Context: an optimization exercise on an open-source flow, tuned for a short achievable clock period and few clock cycles per item. The choices shown serve that exercise and are no tape-out recipe.
Function was checked by simulation only, so behaviour that the tests miss may differ from the original.
The clock cells of runs 1 to 3, 5 and 6 come from the design's own scripts or RTL, not from TritonCTS.
The flow treats the clock pin as an ideal source. Dropping or thinning the clock tree relies on that and would not hold on a real chip.
Power is estimated from default activity; no workload was simulated.

==> flow/design.v <==
package t2t_pkg;
  localparam int DATA_W  = 32;
  localparam int SYM_W   = 4;
  localparam int NUM_SYM = 16;
  localparam int PRICE_W = 16;
  localparam int VOL_W   = 16;
  localparam int OID_W   = 16;
  localparam int MSG_TYPE_HI = 31;
  localparam int MSG_TYPE_LO = 30;
  localparam int SYM_HI = 29;
  localparam int SYM_LO = 26;
  localparam logic [1:0] MSG_NEW    = 2'd0;
  localparam logic [1:0] MSG_TRADE  = 2'd1;
  localparam logic [1:0] MSG_CANCEL = 2'd2;
  localparam logic [1:0] MSG_OTHER  = 2'd3;
  localparam logic [1:0] ST_WAIT  = 2'd0;
  localparam logic [1:0] ST_LD    = 2'd1;
  localparam logic [1:0] ST_CMP   = 2'd2;
  localparam logic [1:0] ST_ISSUE = 2'd3;
  localparam logic [1:0] FLD_ENABLE      = 2'd0;
  localparam logic [1:0] FLD_PRICE_LIMIT = 2'd1;
  localparam logic [1:0] FLD_MIN_VOLUME  = 2'd2;
  localparam logic [1:0] FLD_ORDER_QTY   = 2'd3;
endpackage
import t2t_pkg::*;
module strategy_engine
(
  input  logic               clk,
  input  logic               reset_n,
  input  logic               cfg_wr,
  input  logic [SYM_W-1:0]   cfg_sym,
  input  logic [1:0]         cfg_field,
  input  logic [DATA_W-1:0]  cfg_wdata,
  input  logic               dec_valid,
  input  logic               dec_sop,
  input  logic [DATA_W-1:0]  dec_data,
  output logic               dec_ready,
  input  logic               order_ready,
  output logic               order_valid,
  output logic [OID_W-1:0]   order_id,
  output logic [SYM_W-1:0]   order_sym,
  output logic [PRICE_W-1:0] order_price,
  output logic [VOL_W-1:0]   order_qty
);
  localparam int SET_W = 1 + PRICE_W + 2*VOL_W;    
  localparam int ORD_W = SYM_W + PRICE_W + VOL_W;
  function automatic logic [7:0] cmp_nib(input logic [15:0] a, input logic [15:0] b);
    logic [15:0] g1, l1;
    logic [7:0]  g2, l2;
    g1 = a & ~b;
    l1 = ~a & b;
    for (int i = 0; i < 8; i++) begin
      g2[i] = g1[2*i+1] | (~l1[2*i+1] & g1[2*i]);
      l2[i] = l1[2*i+1] | (~g1[2*i+1] & l1[2*i]);
    end
    for (int i = 0; i < 4; i++) begin
      cmp_nib[2*i+1] = g2[2*i+1] | (~l2[2*i+1] & g2[2*i]);
      cmp_nib[2*i]   = l2[2*i+1] | (~g2[2*i+1] & l2[2*i]);
    end
  endfunction
  function automatic logic [1:0] cmp_fin(input logic [7:0] c);
    logic [1:0] g, l;
    for (int i = 0; i < 2; i++) begin
      g[i] = c[4*i+3] | (~c[4*i+2] & c[4*i+1]);
      l[i] = c[4*i+2] | (~c[4*i+3] & c[4*i]);
    end
    cmp_fin = {g[1] | (~l[1] & g[0]), l[1] | (~g[1] & l[0])};
  endfunction
  logic               dec_ready_q;
  logic               v0;        
  logic               sop0;
  logic               new0;      
  logic [SYM_W-1:0]   sym0;
  logic [7:0]         sello0;    
  logic [15:0]        d0;        
  logic [NUM_SYM-1:0] wsym0;     
  logic [3:0]         wfld0;     
  logic [15:0]        wdata0;
  logic               rst0;      
  assign dec_ready = dec_ready_q;
  always_ff @(posedge clk) begin
    if (!reset_n) begin
      v0    <= 1'b0;
      wsym0 <= '0;
    end else begin
      v0    <= dec_valid & dec_ready_q;
      for (int i = 0; i < NUM_SYM; i++) wsym0[i] <= cfg_wr & (cfg_sym == SYM_W'(i));
    end
    rst0   <= ~reset_n;
    sop0   <= dec_sop;
    new0   <= dec_sop & (dec_data[MSG_TYPE_HI:MSG_TYPE_LO] == MSG_NEW);
    sym0   <= dec_data[SYM_HI:SYM_LO];
    for (int i = 0; i < 8; i++) sello0[i] <= (dec_data[SYM_LO+2:SYM_LO] == 3'(i));
    d0     <= dec_data[15:0];
    for (int f = 0; f < 4; f++) wfld0[f] <= (cfg_field == 2'(f));
    wdata0 <= cfg_wdata[15:0];
  end
  logic [NUM_SYM-1:0] enable_q;
  logic [PRICE_W-1:0] price_limit_q [NUM_SYM];
  logic [VOL_W-1:0]   min_volume_q  [NUM_SYM];
  logic [VOL_W-1:0]   order_qty_q   [NUM_SYM];
  always_ff @(posedge clk) begin
    if (rst0) begin
      enable_q <= '0;
      for (int i = 0; i < NUM_SYM; i++) begin
        price_limit_q[i] <= '0;
        min_volume_q[i]  <= '0;
        order_qty_q[i]   <= '0;
      end
    end else begin
      for (int i = 0; i < NUM_SYM; i++) begin
        if (wsym0[i] & wfld0[FLD_ENABLE])      enable_q[i]      <= wdata0[0];
        if (wsym0[i] & wfld0[FLD_PRICE_LIMIT]) price_limit_q[i] <= wdata0[PRICE_W-1:0];
        if (wsym0[i] & wfld0[FLD_MIN_VOLUME])  min_volume_q[i]  <= wdata0[VOL_W-1:0];
        if (wsym0[i] & wfld0[FLD_ORDER_QTY])   order_qty_q[i]   <= wdata0[VOL_W-1:0];
      end
    end
  end
  logic [SET_W-1:0]   cand1 [2];
  logic               v1;
  logic               sop1;
  logic               new1;
  logic               ld1;       
  logic [SYM_W-1:0]   sym1;
  logic [15:0]        d1;
  logic [SET_W-1:0]   cand0 [2];
  always_comb begin
    for (int j = 0; j < 2; j++) begin
      cand0[j] = '0;
      for (int k = 0; k < 8; k++)
        cand0[j] = cand0[j] | ({SET_W{sello0[k]}} &
                   {enable_q[8*j+k], price_limit_q[8*j+k], min_volume_q[8*j+k], order_qty_q[8*j+k]});
    end
  end
  always_ff @(posedge clk) begin
    for (int j = 0; j < 2; j++) cand1[j] <= cand0[j];
    if (!reset_n) begin
      v1  <= 1'b0;
      ld1 <= 1'b0;
    end else begin
      v1  <= v0;
      ld1 <= v0 & new0;
    end
    sop1 <= sop0;
    new1 <= new0;
    sym1 <= sym0;
    d1   <= d0;
  end
  logic [SET_W-1:0]   rd1;
  assign rd1 = sym1[3] ? cand1[1] : cand1[0];
  logic               busy;
  logic               hd_en;
  logic [SYM_W-1:0]   hd_sym;
  logic [PRICE_W-1:0] hd_price;
  logic [PRICE_W-1:0] hd_lim;
  logic [VOL_W-1:0]   hd_minv;
  logic [VOL_W-1:0]   hd_qty;
  logic               b2_1;      
  logic [VOL_W-1:0]   vol1;
  logic [7:0]         c_price;   
  logic [7:0]         c_vol;     
  logic [7:0]         c_qty;     
  always_ff @(posedge clk) begin
    if (!reset_n) begin
      busy     <= 1'b0;
      b2_1     <= 1'b0;
      hd_sym   <= '0;
      hd_price <= '0;
      {hd_en, hd_lim, hd_minv, hd_qty} <= '0;
    end else begin
      if (v1) busy <= new1;
      b2_1 <= v1 & busy & ~sop1;
      if (ld1) begin
        hd_sym   <= sym1;
        hd_price <= d1;
        {hd_en, hd_lim, hd_minv, hd_qty} <= rd1;
      end
    end
    vol1 <= d1;
    c_price <= cmp_nib(hd_price, hd_lim);
    c_vol   <= cmp_nib(hd_minv, d1);
    c_qty   <= cmp_nib(d1, hd_qty);
  end
  logic [1:0]         f_price;
  logic [1:0]         f_vol;
  logic [1:0]         f_qty;
  logic               p_valid;
  logic [ORD_W-1:0]   p_ord;
  logic               pass;
  logic [2:0]         fwe;       
  logic [2:0]         wr_ptr;    
  logic [2:0]         wr_nxt;
  assign f_price = cmp_fin(c_price);
  assign f_vol   = cmp_fin(c_vol);
  assign f_qty   = cmp_fin(c_qty);
  assign pass   = b2_1 & hd_en & ~f_price[1] & ~f_vol[1];
  assign wr_nxt = p_valid ? {wr_ptr[1:0], wr_ptr[2]} : wr_ptr;
  always_ff @(posedge clk) begin
    if (!reset_n) begin
      p_valid <= 1'b0;
      fwe     <= 3'b000;
      wr_ptr  <= 3'b001;
    end else begin
      p_valid <= pass;
      fwe     <= {3{pass}} & wr_nxt;
      wr_ptr  <= wr_nxt;
    end
    p_ord <= {hd_sym, hd_price, f_qty[0] ? vol1 : hd_qty};
  end
  logic [ORD_W-1:0]   fifo [3];
  logic [2:0]         rd_ptr;            
  logic [3:0]         fill;              
  logic [ORD_W-1:0]   head;
  logic [OID_W-1:0]   id_inc;
  logic               take, ld, fifo_ne, pop;
  assign take     = order_valid & order_ready;
  assign ld       = ~order_valid | order_ready;
  assign fifo_ne  = ~fill[0];
  assign pop      = ld & fifo_ne;
  always_comb begin
    head = '0;
    for (int i = 0; i < 3; i++) head = head | ({ORD_W{rd_ptr[i]}} & fifo[i]);
  end
  always_comb begin
    for (int i = 0; i < OID_W; i++) id_inc[i] = order_id[i] ^ (&(order_id | ~((16'd1 << i) - 16'd1)));
  end
  always_ff @(posedge clk) begin
    if (!reset_n) begin
      order_valid <= 1'b0;
      order_id    <= '0;
      order_sym   <= '0;
      order_price <= '0;
      order_qty   <= '0;
      rd_ptr      <= 3'b001;
      fill        <= 4'b0001;
    end else begin
      if (ld) begin
        order_valid <= fifo_ne;
        {order_sym, order_price, order_qty} <= head;
      end
      if (take) order_id <= id_inc;
      if (pop)  rd_ptr <= {rd_ptr[1:0], rd_ptr[2]};
      if (p_valid & ~pop)      fill <= {fill[2:0], 1'b0};
      else if (pop & ~p_valid) fill <= {1'b0, fill[3:1]};
    end
    for (int i = 0; i < 3; i++) if (fwe[i]) fifo[i] <= p_ord;
  end
  always_ff @(posedge clk) begin
    if (!reset_n) dec_ready_q <= 1'b1;
    else          dec_ready_q <= fill[0] | (fill[1] & ~order_valid);
  end
endmodule
==> flow/flow/run.sh <==
#!/bin/bash
# The standard layout, with the clock tree built by flow/mycts.tcl (a
# balanced two-level tree: the clock port drives four root buffers, each
# root the leaf buffers of its quadrant, each leaf an equal share of the
# flip-flops) in place of TritonCTS. Everything else is ORFS's own flow.
set -uo pipefail
export PRE_CTS_TCL="$PWD/flow/mycts.tcl"
export MYCTS_NX=8
export MYCTS_NY=6
bash standard.sh > standard.log 2>&1
==> flow/flow/mycts.tcl <==
# Hand-built two-level clock tree, run as the CTS step's PRE_CTS_TCL hook.
# The clock port drives NROOT root buffers; each root drives the leaf
# buffers of its quadrant; each leaf drives a cluster of flip-flops. The
# clusters hold equal numbers of flip-flops (split by x into columns, then
# each column by y), so every register sees the same two buffer stages.
# clock_tree_synthesis is then made a no-op; the rest of ORFS's CTS step
# (legalisation, timing repair) runs as usual.

set nx    [expr {[info exists ::env(MYCTS_NX)] ? $::env(MYCTS_NX) : 6}]
set ny    [expr {[info exists ::env(MYCTS_NY)] ? $::env(MYCTS_NY) : 6}]
set bufm  [expr {[info exists ::env(MYCTS_BUF)] ? $::env(MYCTS_BUF) : "sky130_fd_sc_hd__clkbuf_16"}]

set db    [ord::get_db]
set block [ord::get_db_block]
set master [$db findMaster $bufm]
set clk_net [$block findNet clk]

# Flip-flop clock pins on the clock net
set sinks {}
foreach it [$clk_net getITerms] {
  if {![$it isInputSignal]} { continue }
  set bb [[$it getInst] getBBox]
  set x [expr {([$bb xMin] + [$bb xMax]) / 2}]
  set y [expr {([$bb yMin] + [$bb yMax]) / 2}]
  lappend sinks [list $it $x $y]
}
set n [llength $sinks]
puts "mycts: $n sinks, $nx x $ny leaf clusters, $bufm"

proc split_even {lst k} {
  set n [llength $lst]
  set out {}
  for {set i 0} {$i < $k} {incr i} {
    set a [expr {($i * $n) / $k}]
    set b [expr {(($i + 1) * $n) / $k - 1}]
    lappend out [lrange $lst $a $b]
  }
  return $out
}

proc centroid {items} {
  set sx 0.0; set sy 0.0
  foreach s $items { set sx [expr {$sx + [lindex $s 1]}]; set sy [expr {$sy + [lindex $s 2]}] }
  set k [llength $items]
  return [list [expr {int($sx / $k)}] [expr {int($sy / $k)}]]
}

proc add_buf {block master name x y} {
  set inst [odb::dbInst_create $block $master $name]
  set w [[$inst getMaster] getWidth]
  set h [[$inst getMaster] getHeight]
  $inst setLocation [expr {$x - $w / 2}] [expr {$y - $h / 2}]
  $inst setPlacementStatus PLACED
  return $inst
}

set cols [split_even [lsort -integer -index 1 $sinks] $nx]
set leaves {}
set ci 0
foreach col $cols {
  set ri 0
  foreach grp [split_even [lsort -integer -index 2 $col] $ny] {
    lassign [centroid $grp] cx cy
    set name "clkleaf_${ci}_${ri}"
    set inst [add_buf $block $master $name $cx $cy]
    set net [odb::dbNet_create $block "clknet_leaf_${ci}_${ri}"]
    $net setSigType CLOCK
    [$inst findITerm X] connect $net
    foreach s $grp {
      set it [lindex $s 0]
      $it disconnect
      $it connect $net
    }
    lappend leaves [list $inst $cx $cy $ci $ri]
    incr ri
  }
  incr ci
}

# Roots: one per quadrant of the leaf grid
set quads [dict create]
foreach l $leaves {
  lassign $l inst cx cy ci ri
  set q [expr {($ci >= $nx / 2 ? 1 : 0) + ($ri >= $ny / 2 ? 2 : 0)}]
  dict lappend quads $q $l
}
dict for {q ls} $quads {
  lassign [centroid $ls] cx cy
  set inst [add_buf $block $master "clkroot_$q" $cx $cy]
  set net [odb::dbNet_create $block "clknet_root_$q"]
  $net setSigType CLOCK
  [$inst findITerm X] connect $net
  [$inst findITerm A] connect $clk_net
  foreach l $ls { [[lindex $l 0] findITerm A] connect $net }
}

global_connect
set_propagated_clock [all_clocks]

# The tree is built: skip TritonCTS
rename clock_tree_synthesis {}
proc clock_tree_synthesis {args} { puts "mycts: clock_tree_synthesis skipped" }
==> flow/standard.sh <==
#!/bin/bash
# synth_recipe.tcl (not shown) runs the flow's synth.tcl, then flattens the netlist and writes it again
# the make line also repeats each setting of config.mk as NAME=value (left out here)
make -C /OpenROAD-flow-scripts/flow DESIGN_CONFIG=/design/flow/config.mk WORK_HOME=/design/flow/orfs CLKGATE_MAP_FILE= SYNTH_SCRIPT=/design/flow/synth_recipe.tcl "${@:-finish}"
==> flow/config.mk <==
export PLATFORM = sky130hd
export DESIGN_NAME = strategy_engine
export DESIGN_NICKNAME = strategy_engine
export VERILOG_FILES = /design/flow/design.v
export SDC_FILE = /design/flow/constraint.sdc
export NUM_CORES = 4
export LEC_CHECK = 0
export ABC_CLOCK_PERIOD_IN_PS = 1600
export CAP_MARGIN = 20
export CORE_MARGIN = 2
export CORE_UTILIZATION = 60
export SETUP_SLACK_MARGIN = 2.0
export SLEW_MARGIN = 20
export TNS_END_PERCENT = 100
==> flow/constraint.sdc <==
create_clock -name core_clock -period 3.6 [get_ports {clk}]
set_input_delay 0.7200 -clock core_clock [delete_from_list [all_inputs] [get_ports {clk}]]
set_output_delay 0.7200 -clock core_clock [all_outputs]
set_load 0.01 [all_outputs]
==> impl_metrics.yaml, run 1 <==
setup_path:
  critPathTopFamily: "flip-flops"
  crit_chain: "clkbuf_2"
  critical_path.n_buffers_inverters: 1
  path_class: "reg2out"
  r2r_setup_slack_ns: 1.95
  worstReg2RegEnd: "cand1[0][13]"
  r2r-start: "sello0[2]"
  worst-endpoint-required_ns: 2.88
  worst-r2r-cell-count: 3
  cp_max_fo: 6
  critical_path.endpoint_type: "output port"
  worst_ep_arrival_time_ns: 0.98
  cp_slowest_stage_delay_ns: 0.39
  crit_path_start_kind: "flop"
  max_stage_delay_cell_worst_path: "dfxtp_4"
synthesis:
  synthCells: 5388
  synth-async-reset-ratio_pct: 0
  synthesis.area_per_instance_sq_um: 8.783
  post_synth_edffs: 108
  synth.area.top_cells: "dfxtp_1 50%, nand2_1 13%, a21oi_1 8.4%, edfxtp_1 6.9%, a22oi_1 6.2%"
  post_synth_num_cell_types: 47
  seq_area_frac_synth_pct: 57.02
  synth.largest_area_cell: "dfxtp_1"
  warnings_synthesis: 7
  netlist_area_sq_mm: 0.04732
  primary_flip_flop_cell_chosen_by_synthesis_mapping: "dfxtp_1"
  synthDominantCellAreaShare_pct: 50.17
  postSynthRegisterBits: 1294
  syn-num-nets: 5469
floorplan:
  chip_width_microns: 284.8
  die-height_microns: 284.8
  io_pins: 130
  floorplan.die_area_sq_mm: 0.08114
  design.core.area_sq_mm: 0.07772
  effective_utilization_at_floorplan_pct: 60.89
  rows: 102
cells_and_area:
  layout-area-overhead-vs-synth_pct: 7.768
  fillers: 6519
  layout-drive-gt1-share_pct: 9.073
  final_net_count: 5274
power_and_ir_drop:
  design_power_total_mw: 22.74
  irDropWorstVdd_mv: 0.4684
  power.static_leakage_nw: 16.51
  power_density_mw_per_mm2: 445.9
sta:
  final.hold.worst_slack_ns: 0.3312
  max_slew_margin_pct: 32.49
  hold_viol: 0
  setup_total_negative_slack_ns: 0
  report.final.slew_viol_count: 0
  final_critical_path_setup_slack_ns: 1.904
  worst-slew-pin-transition_ns: 1.011
  timing.final.crit_period_ns: 1.696
  rsz0062_at_grt: "yes"
  skew_ns: 0.01625
  timing.final.setup_violations: 0
  final_cycle_share_pct: 47.12
  achievable-frequency_mhz: 589.5
placement:
  preCtsSetupSlack_ns: 1.057
  hpwlAfterDp_microns: 79940
  port-buffer-count: 103
  routabilityCongestion: 0.8116
routing:
  drt-total-wl_microns: 139900
  drc: 0
  vias_post_dr: 37760
  antenna_violating_nets_post_route: 0
  drt_pre_antenna_iters: 6
  viasPerCell: 6.059
  detail_route.iter0.violations: 4213
  post_drt_wl_per_cell_microns: 22.44
cts:
  worst_setup_hold_path_clk_slew_ns: 0.10
  cts_hold_buf: 0
  clkLatencyLatePin_ns: 0.46
hold_path:
  min-delay-path-class: "reg2reg"
  hold_path_depth: 0
  hp-start: "sym0[3]"
  holdPathEnd: "sym1[3]"
global_routing:
  global_route_usage_over_all_layers_pct: 32.73
  antenna_found_initial: 1
  largest_net_degree_at_the_start_of_global_routing: 111
  overflow: 0
  grt_pass1_vias: 34470
  wire_length_of_the_first_global_routing_pass_microns: 208400
run_status:
  run_status: "finished clean"
run:
  max_cap_violations: 0
==> routing by layer <==
metal  part of all wire (%)  GRT usage (%)  up-vias
li1                       -              -    17880
met3                    9.2          4.616      205
met1                     42          45.87    18080
met5                 0.0093              0        -
met4                    2.8          8.645        2
met2                     46          53.32     1593
==> what timing repair did <==
item / CTS / global route
pin swaps: 1 / 9
gates cloned: 2 / 0
gates resized for setup: 454 / 41
setup endpoints to repair: 1010 / 542
hold endpoints to repair: 0 / 0
buffers inserted: 30 / 22
==> cell usage in the layout (no fill, tap or decap), types with 17 or more instances in the layout <==
cell             count
buf_12              19
nand2_2             48
buf_4               85
maj3_1              21
nor2_1             138
buf_6               63
dfxtp_2             59
dfxtp_4             35
a22oi_1            392
nand4_1            104
nor2b_1             42
a222oi_1            36
clkbuf_16           52
o21ai_0             17
edfxtp_1           108
nand2_1           1613
a211oi_1            86
inv_1               22
mux2i_1             69
dfxtp_1           1092
a21oi_1            794
and2_2              38
o211ai_1            17
clkdlybuf4s50_1     47
nand2b_1            40
maj3_2              24
nand3_1             19
==> cell usage after synthesis (3+ instances only) <==
cell,n
buf_2,153
nand3_1,20
nor2_1,139
nor3_1,6
maj3_1,21
o21ai_0,17
and2_1,43
o21ai_1,9
xor2_1,4
ha_1,5
clkbuf_1,298
o211ai_1,17
nand2_1,1661
buf_1,28
maj3_2,24
nor3b_1,4
and3_1,5
nand4_1,104
a222oi_1,36
a22oi_1,392
dfxtp_1,1186
inv_1,23
a21oi_1,794
a21o_1,9
mux2i_1,80
nor2b_1,42
xnor2_1,3
nand2b_1,41
edfxtp_1,108
and2_0,9
a211oi_1,87
==> report_power, final <==
group          internal (mW)  leakage [nW]  switching, mW
Combinational          0.361          5.23          0.616
Clock                   2.60         0.641           4.23
Sequential              14.6          10.6          0.318
Total                   17.6          16.5           5.17
==> cell type report <==
cell class | instances | area, sq um | share of cell area [%]
Timing Repair Buffer | 230 | 2524 | 4.948
Inverter | 25 | 122.6 | 0.2404
Buffer | 52 | 1301 | 2.551
Sequential cell | 1294 | 27190 | 53.32
Tap cell | 1040 | 1301 | 2.551
Antenna cell | 2 | 5.005 | 0.009813
Multi-Input combinational cell | 3590 | 18560 | 36.38
==> stage by stage <==
stage	cell area, sq um	utilization (%)	instances
final	51000	65.62	6233
after global routing	51000	65.61	6231
after detailed placement	48520	62.42	6125
after global placement	48500	62.40	6124
after CTS	50670	65.19	6209
after floorplan	47380	-	5388
==> cell families after synthesis <==
group / count (synthesis) / share of synthesized area (%)
adder cells (fa/ha/maj): 50 / 1.147
multiplexers: 81 / 1.716
flip-flops: 1294 / 57.02
AND/OR/NAND/NOR: 2086 / 18.05
AO/OA/AOI/OAI: 1366 / 17.53
XOR/XNOR: 7 / 0.1296
buffers and inverters: 504 / 4.402
==> state kept, by name (all words and copies together) (netlist names), 36 cells and up <==
name,flops
order_qty_q,256
fifo,108
p_ord,36
price_limit_q,256
cand1,98
min_volume_q,256
==> how the worst max path moves through the flow <==
stage	startpoint	to	slack, ns	cells past startpoint
floorplan	order_ready	fill[1]	1.75	8
global placement	reset_n	order_qty[5]	1.10	4
detailed placement	reset_n	order_qty[7]	1.06	4
CTS	order_valid	order_valid	1.76	1
global route	order_valid	order_valid	1.88	1
finish	order_valid	order_valid	1.90	1
Testbench counts, summed over its fixed seeds: cycles 6,336, messages 3,200.
==> run 2: changes to the inputs <==
--- a/flow/design.v
+++ b/flow/design.v
@@ -73,3 +73,3 @@
   logic [SYM_W-1:0]   sym0;
-  logic [7:0]         sello0;    
+  logic [NUM_SYM-1:0] sel0;      
   logic [15:0]        d0;        
@@ -92,3 +92,3 @@
     sym0   <= dec_data[SYM_HI:SYM_LO];
-    for (int i = 0; i < 8; i++) sello0[i] <= (dec_data[SYM_LO+2:SYM_LO] == 3'(i));
+    for (int i = 0; i < NUM_SYM; i++) sel0[i] <= (dec_data[SYM_HI:SYM_LO] == SYM_W'(i));
     d0     <= dec_data[15:0];
@@ -130,3 +130,3 @@
       for (int k = 0; k < 8; k++)
-        cand0[j] = cand0[j] | ({SET_W{sello0[k]}} &
+        cand0[j] = cand0[j] | ({SET_W{sel0[8*j+k]}} &
                    {enable_q[8*j+k], price_limit_q[8*j+k], min_volume_q[8*j+k], order_qty_q[8*j+k]});
@@ -149,3 +149,3 @@
   logic [SET_W-1:0]   rd1;
-  assign rd1 = sym1[3] ? cand1[1] : cand1[0];
+  assign rd1 = cand1[0] | cand1[1];
   logic               busy;
--- a/flow/config.mk
+++ b/flow/config.mk
@@ -11,3 +11,3 @@
 export CORE_UTILIZATION = 60
-export SETUP_SLACK_MARGIN = 2.0
+export SETUP_SLACK_MARGIN = 2.3
 export SLEW_MARGIN = 20
==> run 2 against run 1 <==
- clock power up 0.9%
- synthesized area down 0.49%
- global-route usage up 2.8 points
- worst hold slack worse by 0.0051 ns
- die area down 0.48%
- combinational power up 39%
- critical endpoint is now order_id[11]
- largest cell class unchanged
==> impl_metrics.yaml, run 2 <==
global_routing:
  global_route_usage_over_all_layers_pct: 35.52
  antenna_found_initial: 2
  overflow: 0
  grt_pass1_vias: 35670
  wire_length_of_the_first_global_routing_pass_microns: 221600
  largest_net_degree_at_the_start_of_global_routing: 152
setup_path:
  crit_chain: "buf_6"
  r2r-start: "order_id[0]"
  critPathLaunch: "order_id[11]"
  critical_path.endpoint_type: "output port"
  cp_max_fo: 2
  path_class: "reg2out"
  worst-endpoint-required_ns: 2.88
  worst_ep_arrival_time_ns: 0.94
  critPathTopFamily: "flip-flops"
  max_stage_delay_cell_worst_path: "dfxtp_4"
  cp_slowest_stage_delay_ns: 0.37
  critical_path.n_buffers_inverters: 1
  crit_path_start_kind: "flop"
routing:
  vias_post_dr: 40360
  antenna_violating_nets_post_route: 0
  drt_pre_antenna_iters: 7
  detail_route.iter0.violations: 5604
  post_drt_wl_per_cell_microns: 25.41
  viasPerCell: 6.286
  drc: 0
  drt-total-wl_microns: 163200
sta:
  rsz0062_at_grt: "yes"
  final_critical_path_setup_slack_ns: 1.945
  skew_ns: 0.02239
  worst-slew-pin-transition_ns: 0.5933
  timing.final.crit_period_ns: 1.655
  achievable-frequency_mhz: 604.1
  timing.final.setup_violations: 0
  hold_viol: 0
  final_cycle_share_pct: 45.98
  report.final.slew_viol_count: 0
  setup_total_negative_slack_ns: 0
  max_slew_margin_pct: 60.45
synthesis:
  synth.largest_area_cell: "dfxtp_1"
  postSynthRegisterBits: 1302
  seq_area_frac_synth_pct: 57.64
  post_synth_num_cell_types: 48
  synth.area.top_cells: "dfxtp_1 51%, nand2_1 13%, a21oi_1 9.0%, edfxtp_1 6.9%, a22oi_1 6.2%"
  synthesis.area_per_instance_sq_um: 8.731
  post_synth_edffs: 108
  warnings_synthesis: 7
  primary_flip_flop_cell_chosen_by_synthesis_mapping: "dfxtp_1"
  synthCells: 5394
  syn-num-nets: 5475
  synth-async-reset-ratio_pct: 0
  netlist_area_sq_mm: 0.04709
  synthDominantCellAreaShare_pct: 50.76
  netlist_top_cells_count: "1662 x nand2_1, 1194 x dfxtp_1, 843 x a21oi_1"
  synth_most_common_cell: "nand2_1"
placement:
  hpwlAfterDp_microns: 78630
  port-buffer-count: 103
  dp.cells: 6127
  routabilityCongestion: 0.8099
  preCtsSetupSlack_ns: 1.150
floorplan:
  io_pins: 130
  effective_utilization_at_floorplan_pct: 60.69
  design.core.area_sq_mm: 0.07759
  floorplan.die_area_sq_mm: 0.08075
  rows: 102
  chip_width_microns: 284.2
  die-height_microns: 284.2
cells_and_area:
  fillers: 6092
  top_regs: "min_volume_q: 256 flops, order_qty_q: 256 flops, price_limit_q: 256 flops"
  final_net_count: 5463
  layout-drive-gt1-share_pct: 15.95
  layout.cells.most_common_list: "1572 x nand2_1, 1057 x dfxtp_1, 795 x a21oi_1"
  fin_cells: 6421
  mostFrequentLayoutCell: "nand2_1"
  layout-area-overhead-vs-synth_pct: 15.91
cts:
  clkLatencyLatePin_ns: 0.47
  cts_hold_buf: 0
  worst_setup_hold_path_clk_slew_ns: 0.10
power_and_ir_drop:
  power_density_mw_per_mm2: 424.6
  power.static_leakage_nw: 18.46
  irDropWorstVdd_mv: 0.4925
hold_path:
  min-delay-path-class: "reg2reg"
  hp-start: "sym0[3]"
run_status:
  run_status: "finished clean"
run:
  max_cap_violations: 0
run 2: cell count changes after synthesis, sizes merged, moves of 2 or more:
cell	before	now
clkbuf	298	294
nor2	139	145
buf	181	170
o21ai	26	75
and3	5	3
mux2i	80	31
dfxtp	1186	1194
nor3	7	14
nor3b	4	1
a21oi	795	844
nand2b	41	45
a211oi	87	38
run 2: per-layer routing:
metal	wire (microns)	track usage (%)	vias to the layer above	part of all wire, %
met4	7731	13.18	2	4.7
met2	74570	57.99	2422	46
met5	13	0	-	0.0080
met3	19240	4.631	441	12
met1	61590	48.36	19210	38
li1	-	-	18290	-
run 2: cells by family (layout without fill, tap and decap cells):
family / count (synthesis) / in the layout / synth area share [%]
adder cells (fa/ha/maj): 50 / 50 / 1.153
AND/OR/NAND/NOR: 2098 / 2118 / 18.23
XOR/XNOR: 7 / 7 / 0.1302
flip-flops: 1302 / 1302 / 57.64
AO/OA/AOI/OAI: 1415 / 1416 / 17.88
other: 0 / 1 / 0
multiplexers: 32 / 32 / 0.6828
buffers and inverters: 490 / 455 / 4.285
run 2: through the flow:
stage / hold slack [ns] / power, mW / instance area (sq um) / utilization [%]
after floorplan: 0.3095 / 15.69 / 47260 / -
after global placement: 0.3102 / 16.10 / 48120 / 62.02
after detailed placement: 0.3120 / 16.11 / 48140 / 62.04
after CTS: 0.3309 / 22.90 / 51940 / 66.93
after global routing: 0.3360 / 23.72 / 54580 / 70.34
final: 0.3261 / 23.18 / 54590 / 70.35
run 2: final cells by class:
type / instances / area, sq um / share of cell area [%]
sequential: 1302 / 27490 / 50.36
multi-input combinational: 3623 / 19570 / 35.86
timing repair buffer: 377 / 4808 / 8.809
buffer: 52 / 1301 / 2.384
tap: 1040 / 1301 / 2.384
inverter: 26 / 110.1 / 0.2017
antenna: 1 / 2.502 / 0.004584
run 2: what timing repair did:
action,4_1_cts,5_1_grt
pin swaps,35,111
gates resized for setup,670,330
setup endpoints to repair,1252,816
setup buffers,104,83
gates cloned,13,41
run 2: power breakdown:
| part | switching [mW] | internal [mW] | total [mW] |
|---|---|---|---|
| clock | 4.30 | 2.60 | 6.89 |
| sequential | 0.234 | 14.7 | 14.9 |
| combinational | 0.833 | 0.529 | 1.36 |
run 2: final timing paths:
kind                                     end  slack [ns]  cells past startpoint
worst max register to register  order_id[13]        1.98                      7
worst max-delay path            order_id[11]        1.94                      1
worst min register to register       sym1[3]        0.33                      0
worst min-delay path                 sym1[3]        0.33                      0
Testbench counts of run 2, summed over its fixed seeds: cycles 6,336, messages 3,200.
==> run 3: changes to the inputs <==
--- a/flow/config.mk
+++ b/flow/config.mk
@@ -11,3 +11,3 @@
 export CORE_UTILIZATION = 60
-export SETUP_SLACK_MARGIN = 2.3
+export SETUP_SLACK_MARGIN = 2.0
 export SLEW_MARGIN = 20
==> run 3 against run 2 <==
- via count fell by 7.2%
- wire length decreased by 16%
- synthesized area did not move
- cell count down 3.1%
- first-iteration DRC count decreased by 33%
- register-to-register slack better by 0.03 ns
- sequential power about the same
- die area is the same
- clock skew grew 0.0068 ns
- synthesized cell count did not move
- sequential share of layout area grew 4.1 points
- critical endpoint is now order_valid
- largest cell class unchanged
==> impl_metrics.yaml, run 3 <==
global_routing:
  overflow: 0
  grt_pass1_vias: 34730
  global_route_usage_over_all_layers_pct: 32.44
  wire_length_of_the_first_global_routing_pass_microns: 206600
  antenna_found_initial: 2
  largest_net_degree_at_the_start_of_global_routing: 151
setup_path:
  critPathLaunch: "order_valid"
  worstReg2RegEnd: "cand1[1][20]"
  critical_path.endpoint_type: "output port"
  cp_max_fo: 6
  endpoint: "order_valid"
  path_class: "reg2out"
  worst_ep_arrival_time_ns: 0.98
  worst-endpoint-required_ns: 2.88
  critical_path.n_buffers_inverters: 1
  crit_chain: "clkbuf_2"
  r2r_setup_slack_ns: 2.01
  critPathTopFamily: "flip-flops"
  cp_num_cells: 1
  cp_slowest_stage_delay_ns: 0.39
  worst-r2r-cell-count: 3
  r2r-start: "sel0[10]"
  crit_path_start_kind: "flop"
  max_stage_delay_cell_worst_path: "dfxtp_4"
placement:
  dpl-instance-area_sq_mm: 0.04822
  port-buffer-count: 103
  hpwlAfterDp_microns: 78590
  routabilityCongestion: 0.8293
  dp.cells: 6140
  preCtsSetupSlack_ns: 1.190
cts:
  worst_setup_hold_path_clk_slew_ns: 0.10
  clkLatencyLatePin_ns: 0.47
cells_and_area:
  final_net_count: 5263
  n_antenna_cell: 0
  postLayoutCoreUtil_pct: 64.80
  combined_flip_flop_and_latch_cell_area_sq_mm: 0.02736
  layout-area-overhead-vs-synth_pct: 6.767
  fillers: 6664
  layout.cells.most_common_list: "1614 x nand2_1, 1092 x dfxtp_1, 843 x a21oi_1"
  layout-drive-gt1-share_pct: 8.340
  fin_cells: 6220
  mostFrequentLayoutCell: "nand2_1"
  stdcell_area_sq_mm: 0.05028
  top_regs: "min_volume_q: 256 flops, order_qty_q: 256 flops, price_limit_q: 256 flops"
  multiInputGateArea_sq_mm: 0.01819
sta:
  final_critical_path_setup_slack_ns: 1.900
  timing.final.setup_violations: 0
  max_slew_margin_pct: 29.31
  setup_total_negative_slack_ns: 0
  achievable-frequency_mhz: 588.3
  report.final.slew_viol_count: 0
  rsz0062_at_grt: "yes"
  worst-slew-pin-transition_ns: 1.059
  skew_ns: 0.02922
  timing.final.crit_period_ns: 1.700
  final_cycle_share_pct: 47.22
  final.hold.worst_slack_ns: 0.3325
  hold_viol: 0
synthesis:
  primary_flip_flop_cell_chosen_by_synthesis_mapping: "dfxtp_1"
  synth-async-reset-ratio_pct: 0
  synth_most_common_cell: "nand2_1"
  postSynthRegisterBits: 1302
  netlist_area_sq_mm: 0.04709
  synthesis.area_per_instance_sq_um: 8.731
  netlist_top_cells_count: "1662 x nand2_1, 1194 x dfxtp_1, 843 x a21oi_1"
  post_synth_num_cell_types: 48
  post_synth_edffs: 108
  warnings_synthesis: 7
  syn-num-nets: 5475
  synth.largest_area_cell: "dfxtp_1"
  seq_area_frac_synth_pct: 57.64
  synthCells: 5394
  synth.area.top_cells: "dfxtp_1 51%, nand2_1 13%, a21oi_1 9.0%, edfxtp_1 6.9%, a22oi_1 6.2%"
  synthDominantCellAreaShare_pct: 50.76
routing:
  post_drt_wl_per_cell_microns: 21.99
  drt-total-wl_microns: 136800
  antenna_violating_nets_post_route: 0
  drt_pre_antenna_iters: 6
  detail_route.iter0.violations: 3750
  viasPerCell: 6.024
  vias_post_dr: 37470
  drc: 0
power_and_ir_drop:
  power_density_mw_per_mm2: 450.6
  power.static_leakage_nw: 16.25
  irDropWorstVdd_mv: 0.3925
  design_power_total_mw: 22.66
floorplan:
  rows: 102
  die-height_microns: 284.2
  io_pins: 130
  effective_utilization_at_floorplan_pct: 60.69
  design.core.area_sq_mm: 0.07759
  floorplan.die_area_sq_mm: 0.08075
  chip_width_microns: 284.2
hold_path:
  hold_path_depth: 0
  min-delay-path-class: "reg2reg"
run_status:
  run_status: "finished clean"
run:
  max_cap_violations: 0
[run 3: layer usage]
layer | GRT usage (%) | share of wire (%) | wire (microns)
met2 | 52.85 | 46 | 62870
met5 | 0 | 0 | 0
met4 | 9.000 | 2.9 | 3975
met3 | 4.326 | 9.0 | 12300
met1 | 45.41 | 42 | 57630
[run 3: cell type report]
type	count	share of cell area (%)
sequential	1302	54.42
tap	1040	2.588
timing repair buffer	198	4.031
inverter	26	0.2041
multi-input combinational	3602	36.17
buffer	52	2.588
[run 3: timing repair]
action / CTS / global route
cloned: 1 / 0
hold buffers: 0 / 0
setup buffers: 19 / 8
pin swaps: 1 / 6
endpoints found under the setup margin: 1006 / 563
resized for setup: 458 / 41
[run 3: logic make-up (layout without fill, tap and decap cells)]
| logic type | Yosys count | count (layout) | share of synthesized area [%] |
|---|---|---|---|
| simple gates | 2098 | 2098 | 18.23 |
| buf+inv | 490 | 276 | 4.285 |
| flops | 1302 | 1302 | 57.64 |
| xor+xnor | 7 | 7 | 0.1302 |
| mux | 32 | 32 | 0.6828 |
| compound gates | 1415 | 1415 | 17.88 |
| fa+ha+maj | 50 | 50 | 1.153 |
[run 3: report_power, final]
group          leakage, nW  switching, mW  internal, mW
combinational         4.92          0.500         0.306
clock                0.641           4.21          2.60
sequential            10.7          0.336          14.7
total                 16.3           5.05          17.6
[run 3: worst min-delay path by stage]
stage / startpoint / end
after floorplan: d0[0] / d1[0]
after global placement: sym0[0] / sym1[0]
after detailed placement: sym0[1] / sym1[1]
after CTS: d0[5] / d1[5]
after global routing: d0[5] / d1[5]
final: d0[5] / d1[5]
[run 3: worst reg2reg max path: cells and delay by family, from the launching register on]
| kind | cells | cell delay, ns |
|---|---|---|
| flip-flops | 1 | 0.74 |
| buffers and inverters | 1 | 0.46 |
| AO/OA/AOI/OAI | 1 | 0.16 |
| AND/OR/NAND/NOR | 1 | 0.16 |
==> run 4: changes to the inputs <==
--- a/flow/design.v
+++ b/flow/design.v
@@ -213,6 +213,8 @@
   logic [ORD_W-1:0]   head;
-  logic [OID_W-1:0]   id_inc;
+  logic               ov_n;              
+  logic [OID_W-1:0]   nid;               
+  logic [OID_W-1:0]   nid_inc;
   logic               take, ld, fifo_ne, pop;
-  assign take     = order_valid & order_ready;
-  assign ld       = ~order_valid | order_ready;
+  assign take     = ~ov_n & order_ready;
+  assign ld       = ov_n | order_ready;
   assign fifo_ne  = ~fill[0];
@@ -224,3 +226,3 @@
   always_comb begin
-    for (int i = 0; i < OID_W; i++) id_inc[i] = order_id[i] ^ (&(order_id | ~((16'd1 << i) - 16'd1)));
+    for (int i = 0; i < OID_W; i++) nid_inc[i] = nid[i] ^ (&(nid | ~((16'd1 << i) - 16'd1)));
   end
@@ -229,3 +231,5 @@
       order_valid <= 1'b0;
+      ov_n        <= 1'b1;
       order_id    <= '0;
+      nid         <= 16'd1;
       order_sym   <= '0;
@@ -236,7 +240,9 @@
     end else begin
-      if (ld) begin
-        order_valid <= fifo_ne;
-        {order_sym, order_price, order_qty} <= head;
-      end
-      if (take) order_id <= id_inc;
+      order_valid <= ~ld | fifo_ne;
+      ov_n        <= ld & ~fifo_ne;
+      if (ld) {order_sym, order_price, order_qty} <= head;
+      if (take) begin
+        order_id <= nid;
+        nid      <= nid_inc;
+      end
       if (pop)  rd_ptr <= {rd_ptr[1:0], rd_ptr[2]};
@@ -249,3 +255,3 @@
     if (!reset_n) dec_ready_q <= 1'b1;
-    else          dec_ready_q <= fill[0] | (fill[1] & ~order_valid);
+    else          dec_ready_q <= fill[0] | (fill[1] & ov_n);
   end
--- a/flow/config.mk
+++ b/flow/config.mk
@@ -11,3 +11,3 @@
 export CORE_UTILIZATION = 60
-export SETUP_SLACK_MARGIN = 2.0
+export SETUP_SLACK_MARGIN = 2.5
 export SLEW_MARGIN = 20
==> run 4 against run 3 <==
- the flow now stops in global routing
- synthesized area is 0.77% higher
- synthesized cell count is 1.3% higher
==> impl_metrics.yaml, run 4 <==
sta:
  worstEpCategory: "register input"
  repair-timing-grt-worst-ep: "nid[14]$_SDFFE_PN0P_/D"
synthesis:
  synthesis.area_per_instance_sq_um: 8.687
  netlist_area_sq_mm: 0.04746
  synthDominantCellAreaShare_pct: 51.09
  postSynthRegisterBits: 1319
  post_synth_edffs: 108
  warnings_synthesis: 7
  syn-num-nets: 5544
  synth-async-reset-ratio_pct: 0
  synth.largest_area_cell: "dfxtp_1"
  post_synth_num_cell_types: 45
  netlist_top_cells_count: "1690 x nand2_1, 1211 x dfxtp_1, 861 x a21oi_1"
  seq_area_frac_synth_pct: 57.92
  synth_most_common_cell: "nand2_1"
  primary_flip_flop_cell_chosen_by_synthesis_mapping: "dfxtp_1"
  synthCells: 5463
  synth.area.top_cells: "dfxtp_1 51%, nand2_1 13%, a21oi_1 9.1%, edfxtp_1 6.8%, a22oi_1 6.2%"
floorplan:
  die-height_microns: 285.2
  effective_utilization_at_floorplan_pct: 60.37
  rows: 103
  chip_width_microns: 285.2
  io_pins: 130
global_routing:
  overflow: 83
  antenna_found_initial: 29
  largest_net_degree_at_the_start_of_global_routing: 101
  global_route_usage_over_all_layers_pct: 81.38
placement:
  port-buffer-count: 103
  dp.cells: 6199
  hpwlAfterDp_microns: 78940
  routabilityCongestion: 0.8242
  preCtsSetupSlack_ns: 1.015
cts:
  cts_hold_buf: 0
run_status:
  run_status: "aborted with a tool error"
  failing_step: "global routing"
  toolErrorMsg: "[ERROR GRT-0232] Routing congestion too high. Check the congestion heatmap in the GUI."
## run 4: cell types whose count changed after synthesis, sizes merged, moves of 3 or more
| cell | before | now |
|---|---|---|
| a21oi | 844 | 861 |
| dfxtp | 1194 | 1211 |
| clkbuf | 294 | 422 |
| buf | 170 | 46 |
| mux2i | 31 | 27 |
| nand2b | 45 | 42 |
| nand4 | 103 | 100 |
| nand2 | 1662 | 1690 |
## run 4: cell families after synthesis
group                      after synthesis  share of synthesized area (%)
and+or+nand+nor                       2127                          18.36
AOI/OAI and AO/OA                     1434                          17.95
DFF                                   1319                          57.92
buffers and inverters                  496                          3.934
adders and majority gates               50                          1.081
muxes                                   28                         0.5932
xor gates and xnor gates                 9                         0.1661
## run 4: worst max path at each step
stage / startpoint / end / slack, ns / depth (start not counted)
after CTS: dec_ready_q / dec_ready / 1.92 / 1
after detailed placement: order_ready / nid[14] / 1.02 / 5
after global placement: order_ready / nid[14] / 1.03 / 5
after floorplan: order_ready / nid[14] / 1.76 / 4
## run 4: layer usage
metal	overflow	global-route usage [%]
met1	5	81.29
met2	29	93.93
met3	10	70.70
met4	38	76.92
met5	1	59.48
## run 4: through the flow
step | instance area, sq um | total power [mW] | utilization (%) | hold WS, ns
global placement | 49150 | 16.34 | 62.52 | 0.3103
detailed placement | 49150 | 16.35 | 62.52 | 0.3121
CTS | 64550 | 24.33 | 82.11 | 0.3322
floorplan | 49680 | 15.97 | - | 0.3089
## run 4: power by group through the flow
stage / logic [mW] / registers [mW] / clock network [mW]
2_1_floorplan: 0.641 / 15.3 / 0
3_3_place_gp: 0.785 / 15.6 / 0
3_5_place_dp: 0.790 / 15.6 / 0
4_1_cts: 2.34 / 15.1 / 6.92
## run 4: timing repair
action / in CTS
gates resized for setup: 1794
gates cloned: 221
endpoints found under the setup margin: 1278
buffers inserted: 335
pin swaps: 488
Testbench counts of run 4, summed over its fixed seeds: cycles 6,336, messages 3,200.
==> run 5: changes to the inputs <==
--- a/flow/config.mk
+++ b/flow/config.mk
@@ -11,3 +11,3 @@
 export CORE_UTILIZATION = 60
-export SETUP_SLACK_MARGIN = 2.5
+export SETUP_SLACK_MARGIN = 2.3
 export SLEW_MARGIN = 20
==> run 5 against run 4 <==
- now clean on timing, DRC and antenna
- synthesized area stayed put
- synthesized cell count stayed put
==> impl_metrics.yaml, run 5 <==
sta:
  report.final.slew_viol_count: 0
  max_slew_margin_pct: 54.52
  rsz0062_at_grt: "yes"
  hold_viol: 0
  final_cycle_share_pct: 46.62
  timing.final.crit_period_ns: 1.678
  final.hold.worst_slack_ns: 0.3298
  timing.final.setup_violations: 0
  worst-slew-pin-transition_ns: 0.6822
  setup_total_negative_slack_ns: 0
  skew_ns: 0.02636
  achievable-frequency_mhz: 595.8
setup_path:
  critical_path.n_buffers_inverters: 1
  crit_path_start_kind: "flop"
  cp_max_fo: 2
  critPathTopFamily: "flip-flops"
  crit_chain: "buf_6"
  max_stage_delay_cell_worst_path: "dfxtp_2"
  worst_ep_arrival_time_ns: 0.96
  cp_slowest_stage_delay_ns: 0.38
  critical_path.endpoint_type: "output port"
  path_class: "reg2out"
  worst-endpoint-required_ns: 2.88
routing:
  antenna_violating_nets_post_route: 0
  viasPerCell: 6.158
  drt_pre_antenna_iters: 7
  drc: 0
  vias_post_dr: 39810
  drt-total-wl_microns: 157000
  detail_route.iter0.violations: 4677
  post_drt_wl_per_cell_microns: 24.29
synthesis:
  synthDominantCellAreaShare_pct: 51.09
  synth_compound_area_share_pct: 17.95
  synth_most_common_cell: "nand2_1"
  synth-async-reset-ratio_pct: 0
  synth-adder-area-share_pct: 1.081
  synthesis.area_per_instance_sq_um: 8.687
  seq_area_frac_synth_pct: 57.92
  post_synthesis_share_of_cell_area_spent_on_xor_and_xnor_gates_pct: 0.1661
  post_synth_edffs: 108
  syn-num-nets: 5544
  primary_flip_flop_cell_chosen_by_synthesis_mapping: "dfxtp_1"
  synth.area.top_cells: "dfxtp_1 51%, nand2_1 13%, a21oi_1 9.1%, edfxtp_1 6.8%, a22oi_1 6.2%"
  mux_share_of_post_synthesis_cell_area_pct: 0.5932
  synth_top_family_by_area: "simple AND/OR/NAND/NOR gates"
  warnings_synthesis: 7
  netlist_top_cells_count: "1690 x nand2_1, 1211 x dfxtp_1, 861 x a21oi_1"
  postSynthRegisterBits: 1319
  synthCells: 5463
  post_synth_num_cell_types: 45
  netlist_area_sq_mm: 0.04746
  post_synth_and_or_nand_nor_area_fraction_pct: 18.36
  synth.largest_area_cell: "dfxtp_1"
cells_and_area:
  top_regs: "min_volume_q: 256 flops, order_qty_q: 256 flops, price_limit_q: 256 flops"
  layout-area-overhead-vs-synth_pct: 15.97
  layout-drive-gt1-share_pct: 15.33
  final_net_count: 5498
  n_antenna_cell: 0
  mostFrequentLayoutCell: "nand2_1"
  layout.cells.most_common_list: "1637 x nand2_1, 1070 x dfxtp_1, 858 x a21oi_1"
  fin_cells: 6465
cts:
  worst_setup_hold_path_clk_slew_ns: 0.10
  clkLatencyLatePin_ns: 0.48
  cts_hold_buf: 0
power_and_ir_drop:
  irDropWorstVdd_mv: 0.4851
  power.static_leakage_nw: 18.46
  power_density_mw_per_mm2: 425.9
global_routing:
  global_route_usage_over_all_layers_pct: 35.57
  largest_net_degree_at_the_start_of_global_routing: 69
  wire_length_of_the_first_global_routing_pass_microns: 223400
  antenna_found_initial: 4
  overflow: 0
  grt_pass1_vias: 35890
placement:
  routabilityCongestion: 0.8100
  hpwlAfterDp_microns: 79630
  port-buffer-count: 103
  dp.cells: 6208
floorplan:
  chip_width_microns: 285.2
  floorplan.die_area_sq_mm: 0.08136
  io_pins: 130
  die-height_microns: 285.2
  rows: 103
  effective_utilization_at_floorplan_pct: 60.37
  design.core.area_sq_mm: 0.07861
run:
  max_cap_violations: 0
hold_path:
  min-delay-path-class: "reg2reg"
run_status:
  run_status: "finished clean"
[run 5: cell counts after synthesis]
No cell type changed its count.
[run 5: worst reg2reg max path, cell delays in order, from the launching register on]
cell and delay, ns:
dfxtp_2 0.40, nand3_4 0.16, or3_4 0.44, or4_1 0.48, a21oi_1 0.12
[run 5: per-stage QoR]
stage                     total power, mW  setup WS, ns  area [sq um]  util (%)
after floorplan                     15.90         1.759         47900         -
after global placement              16.33         1.065         48790     62.07
after detailed placement            16.34         1.058         48790     62.07
after CTS                           23.26         1.882         53260     67.75
after global routing                24.01         1.875         55030     70.00
final                               23.44         1.922         55030     70.00
[run 5: cell families after synthesis]
kind of cell,after synthesis
buf+inv,496
mux,28
simple gates,2127
compound gates,1434
flops,1319
fa+ha+maj,50
xor+xnor,9
[run 5: worst paths after layout]
| path | startpoint | endpoint | slack (ns) | depth (start not counted) |
|---|---|---|---|---|
| setup / recovery | order_qty[12] | order_qty[12] | 1.92 | 1 |
| hold / removal | d0[0] | d1[0] | 0.33 | 0 |
| setup reg to reg | nid[5] | nid[14] | 1.94 | 4 |
| hold reg to reg | d0[0] | d1[0] | 0.33 | 0 |
[run 5: cell type report]
| class | count | area [sq um] |
|---|---|---|
| tap | 1050 | 1314 |
| inverter | 28 | 118.9 |
| multi-input combinational | 3664 | 19770 |
| sequential | 1319 | 27840 |
| fill | 6053 | 23580 |
| buffer | 52 | 1301 |
| timing repair buffer | 352 | 4697 |
[run 5: timing repair]
action,CTS,global route
setup endpoints to repair,1261,697
pin swaps,59,88
resized for setup,791,189
buffers inserted,80,77
cloned,25,23
[run 5: power by group]
| group | switching, mW | leakage [nW] | internal, mW |
|---|---|---|---|
| clock | 4.32 | 0.641 | 2.60 |
| combinational | 0.827 | 6.98 | 0.562 |
| sequential | 0.250 | 10.8 | 14.9 |
[run 5: per-layer routing]
layer / global-route usage [%] / part of all wire, % / vias to the layer above
met5: 0 / 0.0083 / -
met4: 13.52 / 5.1 / 2
met3: 5.136 / 10 / 416
met2: 58.47 / 46 / 2157
met1: 47.71 / 38 / 18840
li1: - / - / 18400
==> run 6: changes to the inputs <==
--- a/flow/design.v
+++ b/flow/design.v
@@ -215,3 +215,5 @@
   logic [OID_W-1:0]   nid;               
-  logic [OID_W-1:0]   nid_inc;
+  logic               nid_lo1;           
+  logic [7:0]         nid_lo_inc;
+  logic [7:0]         nid_hi_inc;
   logic               take, ld, fifo_ne, pop;
@@ -226,3 +228,6 @@
   always_comb begin
-    for (int i = 0; i < OID_W; i++) nid_inc[i] = nid[i] ^ (&(nid | ~((16'd1 << i) - 16'd1)));
+    for (int i = 0; i < 8; i++) begin
+      nid_lo_inc[i] = nid[i]   ^ (&(nid[7:0]  | ~((8'd1 << i) - 8'd1)));
+      nid_hi_inc[i] = nid[8+i] ^ (&(nid[15:8] | ~((8'd1 << i) - 8'd1)));
+    end
   end
@@ -234,2 +239,3 @@
       nid         <= 16'd1;
+      nid_lo1     <= 1'b0;
       order_sym   <= '0;
@@ -245,3 +251,5 @@
         order_id <= nid;
-        nid      <= nid_inc;
+        nid[7:0] <= nid_lo_inc;
+        if (nid_lo1) nid[15:8] <= nid_hi_inc;
+        nid_lo1  <= (nid[7:0] == 8'hFE);
       end
==> run 6 against run 5 <==
- sequential power about the same
- critical path depth unchanged
- wire length decreased by 5.8%
- first-iteration DRC count decreased by 7.8%
- die area decreased by 0.21%
- highest routed layer unchanged
- design area decreased by 2.7%
- still clean
- via count decreased by 2.4%
- largest cell class unchanged
- synthesized cell count decreased by 1.3%
- maximum frequency increased by 1.8%
- clock skew decreased by 0.0043 ns
- clock power about the same
==> impl_metrics.yaml, run 6 <==
routing:
  drt_pre_antenna_iters: 6
  antenna_violating_nets_post_route: 0
  detail_route.iter0.violations: 4314
  vias_post_dr: 38870
  drt-total-wl_microns: 148000
  viasPerCell: 6.111
  post_drt_wl_per_cell_microns: 23.26
  drc: 0
synthesis:
  seq_area_frac_synth_pct: 58.09
  synth.area.top_cells: "dfxtp_1 51%, nand2_1 13%, a21oi_1 9.0%, edfxtp_1 6.8%, a22oi_1 6.2%"
  primary_flip_flop_cell_chosen_by_synthesis_mapping: "dfxtp_1"
  warnings_synthesis: 7
  synthCells: 5392
  postSynthRegisterBits: 1320
  synth-async-reset-ratio_pct: 0
  netlist_top_cells_count: "1671 x nand2_1, 1212 x dfxtp_1, 856 x a21oi_1"
  synthesis.area_per_instance_sq_um: 8.782
  synthDominantCellAreaShare_pct: 51.24
  synth_most_common_cell: "nand2_1"
  post_synth_num_cell_types: 44
  netlist_area_sq_mm: 0.04735
  syn-num-nets: 5476
  synth.largest_area_cell: "dfxtp_1"
  post_synth_edffs: 108
setup_path:
  worst_ep_arrival_time_ns: 0.93
  max_stage_delay_cell_worst_path: "dfxtp_2"
  cp_max_fo: 2
  worst-endpoint-required_ns: 2.88
  worstReg2RegEnd: "c_price[1]"
  crit_chain: "buf_6"
  cp_num_cells: 1
  r2r_setup_slack_ns: 2.09
  path_class: "reg2out"
  worst-r2r-cell-count: 4
  critPathTopFamily: "flip-flops"
  critical_path.endpoint_type: "output port"
  crit_path_start_kind: "flop"
  r2r-start: "hd_price[0]"
  cp_slowest_stage_delay_ns: 0.37
  critical_path.n_buffers_inverters: 1
global_routing:
  global_route_usage_over_all_layers_pct: 34.18
  grt_pass1_vias: 36050
  wire_length_of_the_first_global_routing_pass_microns: 216600
  antenna_found_initial: 1
  largest_net_degree_at_the_start_of_global_routing: 130
  overflow: 0
sta:
  achievable-frequency_mhz: 606.4
  timing.final.crit_period_ns: 1.649
  final_cycle_share_pct: 45.81
  hold_viol: 0
  worst-slew-pin-transition_ns: 0.6747
  timing.final.setup_violations: 0
  rsz0062_at_grt: "yes"
  setup_total_negative_slack_ns: 0
  max_slew_margin_pct: 55.02
  final.hold.worst_slack_ns: 0.3334
  skew_ns: 0.02208
  report.final.slew_viol_count: 0
hold_path:
  min-delay-path-class: "reg2reg"
  hold_path_depth: 0
  holdPathEnd: "d1[9]"
  hp-start: "d0[9]"
cells_and_area:
  fin_cells: 6361
  top_regs: "min_volume_q: 256 flops, order_qty_q: 256 flops, price_limit_q: 256 flops"
  layout-drive-gt1-share_pct: 13.73
  combined_flip_flop_and_latch_cell_area_sq_mm: 0.02782
  layout-area-overhead-vs-synth_pct: 13.09
  mostFrequentLayoutCell: "nand2_1"
  multiInputGateArea_sq_mm: 0.01889
  layout.cells.most_common_list: "1619 x nand2_1, 1071 x dfxtp_1, 855 x a21oi_1"
  stdcell_area_sq_mm: 0.05355
  fillers: 6280
  n_antenna_cell: 0
  final_net_count: 5397
cts:
  cts_hold_buf: 0
  worst_setup_hold_path_clk_slew_ns: 0.10
  clkLatencyLatePin_ns: 0.47
power_and_ir_drop:
  irDropWorstVdd_mv: 0.3781
  power.static_leakage_nw: 18.16
  power_density_mw_per_mm2: 435.8
floorplan:
  die-height_microns: 284.9
  chip_width_microns: 284.9
  io_pins: 130
  floorplan.die_area_sq_mm: 0.08119
  design.core.area_sq_mm: 0.07861
  effective_utilization_at_floorplan_pct: 60.24
  rows: 103
run:
  max_cap_violations: 0
placement:
  routabilityCongestion: 0.8378
  hpwlAfterDp_microns: 79280
  port-buffer-count: 103
  dpl-instance-area_sq_mm: 0.04853
  dp.cells: 6142
run_status:
  run_status: "finished clean"
## run 6: changes by cell type in the layout (fill, tap and decap cells not counted), moves of 16 or more
| cell | previous run | this run |
|---|---|---|
| a211oi_1 | 3 | 21 |
| a211oi_2 | 33 | 17 |
| a22oi_1 | 343 | 386 |
| a22oi_2 | 49 | 6 |
| buf_16 | 40 | 17 |
| mux2_4 | 0 | 16 |
| nand2_1 | 1637 | 1619 |
| nand2b_1 | 35 | 15 |
| nor2_1 | 111 | 137 |
| nor2_4 | 33 | 4 |
| nor2b_1 | 36 | 18 |
| o211ai_1 | 16 | 0 |
| o21ai_0 | 66 | 43 |
## run 6: how the worst max path moves through the flow
stage,to,start
finish,order_id[15],order_id[15]
global route,order_id[15],order_id[15]
detailed placement,order_qty[5],order_ready
CTS,order_id[15],order_id[15]
global placement,fill[2],order_ready
floorplan,fill[1],order_ready
## run 6: logic make-up after synthesis
logic type                 count (synthesis)  share of synthesized area [%]
adders and majority gates                 53                          1.226
xor gates and xnor gates                   9                         0.1665
DFF                                     1320                          58.09
muxes                                     47                          1.038
and+or+nand+nor                         2074                          17.69
AOI/OAI and AO/OA                       1398                          17.56
buffers and inverters                    491                          4.235
## run 6: what timing repair did
action,CTS,global route
gates resized for setup,721,118
endpoints found under the setup margin,1270,872
setup buffers,82,65
gates cloned,7,13
pin swaps,55,59
## run 6: where the power goes
group / internal (mW) / switching, mW / leakage [nW] / total [mW]
logic: 0.529 / 0.770 / 6.68 / 1.30
registers: 14.9 / 0.227 / 10.8 / 15.1
clock network: 2.60 / 4.31 / 0.641 / 6.91
total: 18.0 / 5.31 / 18.2 / 23.3
## run 6: cell type report
cell class	count	area share, %
sequential	1320	51.95
multi-input combinational	3584	35.27
timing repair buffer	326	7.666
tap	1050	2.453
buffer	52	2.430
inverter	29	0.2360
## run 6: stage by stage
stage / utilization (%) / setup slack, ns / power (mW)
after detailed placement: 61.73 / 1.189 / 16.33
after global placement: 61.70 / 1.242 / 16.33
after CTS: 66.42 / 1.932 / 23.16
after floorplan: - / 1.767 / 15.90
final: 68.12 / 1.951 / 23.34
after global routing: 68.12 / 1.914 / 23.88
## run 6: per-layer routing
metal	part of all wire, %	wire length, microns	vias up	track usage [%]
met4	4.0	5909	2	10.93
li1	-	-	18060	-
met5	0.018	27	-	0
met3	9.0	13280	292	4.680
met2	47	69430	1821	56.68
met1	40	59300	18690	46.46
Testbench counts of run 6, summed over its fixed seeds: cycles 6,336, messages 3,200.

==> port drivers added, routing unchanged <==
How much do the figures lean on ideal ports? The routed layouts below were timed once more, with nothing changed but the port constraints.
Step 1 assumes that a clkbuf_16 drives the clock port and a buf_2 every other input.
Step 2 moves the port delays by t, midway between the first and last clock arrival at a register: inputs arrive t later, outputs are due t later. That takes back most of the time a late clock gives input paths.
Slacks: ideal ports / drivers / drivers and shift; pairs: ideal ports / drivers.
run	t (ns)	setup WS [ns]	worst setup path after step 2	cell pins on the clock port's net
run 1	0.603	1.904 / 1.754 / 1.597	input to register	4
run 2	0.610	1.945 / 1.794 / 1.642	input to register	4
run 3	0.605	1.900 / 1.750 / 1.617	input to register	4
run 5	0.608	1.922 / 1.776 / 1.523	input to register	4
run 6	0.605	1.951 / 1.800 / 1.609	input to register	4
After both steps every run listed still meets setup and hold. The setup slack of run 5, which loses most, moves by -0.146 ns with the drivers and by -0.399 ns with both steps.
